This is an optimization exercise on Yosys and OpenROAD, whose aim is small area and a short achievable clock period, not a production implementation.
The RTL was checked by simulation tests, not by an equivalence proof against the original design.
The flow treats the clock pin as an ideal source, which a real chip does not have.
Power and IR drop assume default switching activity.

run M:
==> flow/design.v <==
module fpu_8097_stack_ctl #(
    parameter int DEPTH = 8,
    parameter int WIDTH = 80,
    localparam int TOPW = $clog2(DEPTH)
) (
    input  logic             clk,
    input  logic             rst,
    input  logic             op_valid,
    output logic             op_ready,
    input  logic [2:0]       op_code,
    input  logic [TOPW-1:0]  op_idx,
    input  logic [WIDTH-1:0] op_wdata,
    output logic             rsp_valid,
    input  logic             rsp_ready,
    output logic [WIDTH-1:0] rsp_data,
    output logic [7:0]       rsp_fault,
    input  logic             sw_clr,
    output logic [15:0]      sw,
    output logic [TOPW-1:0]  top,
    output logic [DEPTH-1:0] tag
);
    logic [DEPTH-1:0][WIDTH-1:0] mem;      
    logic [DEPTH-1:0][TOPW-1:0]  rel;      
    logic [DEPTH-1:0]            rtag;     
    logic [DEPTH-1:0]            sel;      
    logic                        f_any, f_ovf, f_ill;
    logic                        ie, c1;
    logic             acc, is_push, is_pop, is_read, is_wr, is_xch, is_free;
    logic             t0, t7, t_i, ovf, unf, ok_push, ok_pop, ok_xch, rd_ok;
    logic [TOPW-1:0]  ridx;
    logic [DEPTH-1:0] didx, rtag_n, nsel, wen, hit_i, hit_0, hit_7, rsel, pdec, tag_n;
    logic [WIDTH-1:0] rd;
    assign op_ready = !rsp_valid || rsp_ready;
    assign acc      = op_valid && op_ready;
    assign is_push = op_code == 3'd1;
    assign is_pop  = op_code == 3'd2;
    assign is_read = op_code == 3'd3;
    assign is_wr   = op_code == 3'd4;
    assign is_xch  = op_code == 3'd5;
    assign is_free = op_code == 3'd6;
    assign t0  = rtag[0];
    assign t7  = rtag[DEPTH-1];
    fpu_8097_stack_dec u_dec (.a(op_idx), .y(didx));
    assign t_i = |(didx & rtag);
    assign ok_push = is_push && !t7;
    assign ok_pop  = is_pop && t0;
    assign ok_xch  = is_xch && t0 && t_i;
    assign ovf     = is_push && t7;
    assign unf     = (is_pop && !t0) || (is_read && !t_i) || (is_xch && !(t0 && t_i));
    assign rd_ok   = ok_pop || ok_xch || (is_read && t_i);
    always_comb
        for (int s = 0; s < DEPTH; s++) begin
            hit_i[s] = rel[s] == op_idx;
            hit_0[s] = rel[s] == '0;
            hit_7[s] = rel[s] == TOPW'(DEPTH - 1);
        end
    assign wen = {DEPTH{acc}} & (({DEPTH{ok_push}} & hit_7) | ({DEPTH{is_wr}} & hit_i));
    always_ff @(posedge clk)
        for (int s = 0; s < DEPTH; s++)
            if (wen[s]) mem[s] <= op_wdata;
    assign rsel = is_read ? hit_i : hit_0;
    assign nsel = acc ? (rsel & {DEPTH{rd_ok}}) : sel;
    fpu_8097_stack_rdmux #(.DEPTH(DEPTH), .WIDTH(WIDTH)) u_rdmux (
        .mem(mem), .sel(nsel), .rd(rd)
    );
    always_comb
        for (int k = 0; k < DEPTH; k++)
            pdec[k] = TOPW'(TOPW'(k) - top) == op_idx;
    always_comb begin
        tag_n = tag;
        if (ok_push) tag_n[TOPW'(top - 1'b1)] = 1'b1;
        if (ok_pop)  tag_n[top] = 1'b0;
        if (is_wr)   tag_n = tag_n | pdec;
        if (is_free) tag_n = tag_n & ~pdec;
    end
    always_comb begin
        rtag_n = rtag;
        if (ok_push) rtag_n = {rtag[DEPTH-2:0], 1'b1};
        if (ok_pop)  rtag_n = {1'b0, rtag[DEPTH-1:1]};
        if (is_wr)   rtag_n = rtag_n | didx;
        if (is_free) rtag_n = rtag_n & ~didx;
    end
    assign rsp_fault = {3'b000, f_any, 2'b00, f_ill, f_ovf};
    assign sw        = {2'b00, top, 1'b0, c1, 1'b0, ie, ie, 5'b00000, ie};
    always_ff @(posedge clk or posedge rst) begin
        if (rst) begin
            top       <= '0;
            tag       <= '0;
            rtag      <= '0;
            sel       <= '0;
            for (int s = 0; s < DEPTH; s++) rel[s] <= TOPW'(s);
            rsp_data  <= '0;
            f_any     <= 1'b0;
            f_ovf     <= 1'b0;
            f_ill     <= 1'b0;
            ie        <= 1'b0;
            c1        <= 1'b0;
            rsp_valid <= 1'b0;
        end else begin
            if (acc) begin
                if (ok_push) top <= top - 1'b1;
                else if (ok_pop) top <= top + 1'b1;
                tag  <= tag_n;
                rtag <= rtag_n;
                for (int s = 0; s < DEPTH; s++) begin
                    if (ok_push) rel[s] <= rel[s] + 1'b1;
                    else if (ok_pop) rel[s] <= rel[s] - 1'b1;
                    else if (ok_xch && hit_0[s]) rel[s] <= op_idx;
                    else if (ok_xch && hit_i[s]) rel[s] <= '0;
                end
                f_any    <= unf || ovf || op_code == 3'd7;
                f_ovf    <= ovf;
                f_ill    <= op_code == 3'd7;
            end
            sel       <= nsel;
            rsp_data  <= rd;
            rsp_valid <= acc || (rsp_valid && !rsp_ready);
            ie <= (acc && (ovf || unf)) || (ie && !sw_clr);
            c1 <= (acc && (ovf || unf)) ? ovf : (c1 && !sw_clr);
        end
    end
endmodule
module fpu_8097_stack_rdmux #(
    parameter int DEPTH = 8,
    parameter int WIDTH = 80
) (
    input  logic [DEPTH-1:0][WIDTH-1:0] mem,
    input  logic [DEPTH-1:0]            sel,
    output logic [WIDTH-1:0]            rd
);
    always_comb begin
        rd = '0;
        for (int s = 0; s < DEPTH; s++)
            rd = rd | (mem[s] & {WIDTH{sel[s]}});
    end
endmodule
module fpu_8097_stack_dec (
    input  logic [2:0] a,
    output logic [7:0] y
);
    always_comb
        for (int k = 0; k < 8; k++)
            y[k] = a == 3'(k);
endmodule
Settings: LEC_CHECK=0, CAP_MARGIN=20, CORE_MARGIN=2, CORE_UTILIZATION=65, SETUP_SLACK_MARGIN=2.7, SLEW_MARGIN=20, SYNTH_HIERARCHICAL=1, TNS_END_PERCENT=10; clock period 5.0 ns.
standard.sh (not shown) runs the stock make flow with config.mk's settings and CLKGATE_MAP_FILE= SYNTH_SCRIPT=/design/flow/synth_recipe.tcl, a recipe that flattens the netlist after the stock synthesis.
==> flow/flow/run.sh <==
#!/bin/bash
# Standard ORFS layout with these changes: ports buffered with plain buffers
# instead of delay cells, the buffers of timing-critical inputs sized for their
# load before CTS (flow/size_ports.tcl), the resizer allowed to change a cell's
# footprint, and a clock tree of smaller buffers without dummy loads.
set -euo pipefail
here=$(pwd)
bash standard.sh BUFFER_PORTS_ARGS="-buffer_cell sky130_fd_sc_hd__buf_2" MATCH_CELL_FOOTPRINT=0 \
  PRE_CTS_TCL="$here/flow/size_ports.tcl" \
  CTS_ARGS="-sink_clustering_enable -repair_clock_nets -buf_list sky130_fd_sc_hd__clkbuf_4 -sink_clustering_size 9 -sink_clustering_max_diameter 45 -dont_use_dummy_load" \
  finish > standard_flow.log 2>&1
==> flow/flow/size_ports.tcl <==
# Size the buffers of timing-critical input ports for the load they drive:
# repair_timing leaves the buffers that buffer_ports inserted at their first size.
estimate_parasitics -placement
foreach inst [get_cells input*] {
  set out [get_pins -of_objects $inst -filter "direction==output"]
  if {[get_property $out slack_max] > 2.5} { continue }
  set fo [llength [get_pins -of_objects [get_nets -of_objects $out] -filter "direction==input"]]
  if {$fo >= 12} {
    set cell sky130_fd_sc_hd__buf_8
  } elseif {$fo >= 6} {
    set cell sky130_fd_sc_hd__buf_6
  } elseif {$fo >= 3} {
    set cell sky130_fd_sc_hd__buf_4
  } else {
    continue
  }
  puts "size_ports: [get_full_name $inst] fanout $fo slack [get_property $out slack_max] -> $cell"
  replace_cell $inst [get_lib_cells $cell]
}
Modified inputs, run E compared to run M
diff --git a/flow/design.v b/flow/design.v
--- a/flow/design.v
+++ b/flow/design.v
@@ -21,15 +21,16 @@
 );
     logic [DEPTH-1:0][WIDTH-1:0] mem;      
     logic [DEPTH-1:0][TOPW-1:0]  rel;      
     logic [DEPTH-1:0]            rtag;     
+    logic [DEPTH-1:0]            vs;       
     logic [DEPTH-1:0]            sel;      
     logic                        f_any, f_ovf, f_ill;
     logic                        ie, c1;
     logic             acc, is_push, is_pop, is_read, is_wr, is_xch, is_free;
-    logic             t0, t7, t_i, ovf, unf, ok_push, ok_pop, ok_xch, rd_ok;
+    logic             t0, t7, t_i, ovf, unf, ok_push, ok_pop, ok_xch;
     logic [TOPW-1:0]  ridx;
-    logic [DEPTH-1:0] didx, rtag_n, nsel, wen, hit_i, hit_0, hit_7, rsel, pdec, tag_n;
+    logic [DEPTH-1:0] didx, vs_n, rtag_n, nsel, wen, hit_i, hit_0, hit_7, rsel, pdec, tag_n;
     logic [WIDTH-1:0] rd;
     assign op_ready = !rsp_valid || rsp_ready;
     assign acc      = op_valid && op_ready;
     assign is_push = op_code == 3'd1;
@@ -46,9 +47,8 @@
     assign ok_pop  = is_pop && t0;
     assign ok_xch  = is_xch && t0 && t_i;
     assign ovf     = is_push && t7;
     assign unf     = (is_pop && !t0) || (is_read && !t_i) || (is_xch && !(t0 && t_i));
-    assign rd_ok   = ok_pop || ok_xch || (is_read && t_i);
     always_comb
         for (int s = 0; s < DEPTH; s++) begin
             hit_i[s] = rel[s] == op_idx;
             hit_0[s] = rel[s] == '0;
@@ -57,10 +57,11 @@
     assign wen = {DEPTH{acc}} & (({DEPTH{ok_push}} & hit_7) | ({DEPTH{is_wr}} & hit_i));
     always_ff @(posedge clk)
         for (int s = 0; s < DEPTH; s++)
             if (wen[s]) mem[s] <= op_wdata;
-    assign rsel = is_read ? hit_i : hit_0;
-    assign nsel = acc ? (rsel & {DEPTH{rd_ok}}) : sel;
+    assign rsel = ({DEPTH{is_read}} & hit_i & vs) | ({DEPTH{ok_pop}} & hit_0) |
+                  ({DEPTH{ok_xch}} & hit_0);
+    assign nsel = acc ? rsel : sel;
     fpu_8097_stack_rdmux #(.DEPTH(DEPTH), .WIDTH(WIDTH)) u_rdmux (
         .mem(mem), .sel(nsel), .rd(rd)
     );
     always_comb
@@ -71,8 +72,15 @@
         if (ok_push) tag_n[TOPW'(top - 1'b1)] = 1'b1;
         if (ok_pop)  tag_n[top] = 1'b0;
         if (is_wr)   tag_n = tag_n | pdec;
         if (is_free) tag_n = tag_n & ~pdec;
+    end
+    always_comb begin
+        vs_n = vs;
+        if (is_push) vs_n = vs_n | hit_7;
+        if (is_pop)  vs_n = vs_n & ~hit_0;
+        if (is_wr)   vs_n = vs_n | hit_i;
+        if (is_free) vs_n = vs_n & ~hit_i;
     end
     always_comb begin
         rtag_n = rtag;
         if (ok_push) rtag_n = {rtag[DEPTH-2:0], 1'b1};
@@ -86,8 +94,9 @@
         if (rst) begin
             top       <= '0;
             tag       <= '0;
             rtag      <= '0;
+            vs        <= '0;
             sel       <= '0;
             for (int s = 0; s < DEPTH; s++) rel[s] <= TOPW'(s);
             rsp_data  <= '0;
             f_any     <= 1'b0;
@@ -101,8 +110,9 @@
                 if (ok_push) top <= top - 1'b1;
                 else if (ok_pop) top <= top + 1'b1;
                 tag  <= tag_n;
                 rtag <= rtag_n;
+                vs   <= vs_n;
                 for (int s = 0; s < DEPTH; s++) begin
                     if (ok_push) rel[s] <= rel[s] + 1'b1;
                     else if (ok_pop) rel[s] <= rel[s] - 1'b1;
                     else if (ok_xch && hit_0[s]) rel[s] <= op_idx;
Results
- Looking at the reports, run E completed the entire flow and the layout it produced met the timing, design-rule and antenna checks.
- Going from run M to run E, via density per instance shrank slightly.
- The via count reported for run E is higher than the one for run M.
- Relative to run M, the cell row count measured on run E has increased slightly.
- Comparing run E and run M, the lower signed area change from the synthesized netlist to the final layout is on run M.
- Run E vs run M, cell type of the slowest stage on the worst timing path: or2_4 vs dfrtp_1
- Power after layout for run E: 1100 uW down relative to run M

[re-timing with driven ports]
The results above use ideal ports. As a check the final layouts listed here were re-extracted and re-timed, cells and wires unchanged. Step 1, drivers: a clkbuf_16 drives clk and a buf_2 each remaining input, both assumed. Step 2 adds t to the input delays and takes it off the output delays; t is the mean of the earliest and latest rising clock arrival at the registers after step 1. Input paths then give back, and output paths get back, about the clock's delay inside the block. a / b / c = no drivers / after step 1 / after step 2; a / b = the first two.
| run | shift t [ns] | setup WS [ns] | worst slew at a driven data input, ns | pins driven straight from the clock port |
|---|---|---|---|---|
| run M | 0.910 | 2.494 / 2.439 / 1.535 | 0.19 | 1 |
| run E | 0.910 | 2.446 / 2.368 / 1.457 | 0.17 | 1 |
After both steps setup and hold are still met in every run listed. The setup slack of run E, which loses most, moves by -0.078 ns with the drivers and by -0.989 ns with both steps.
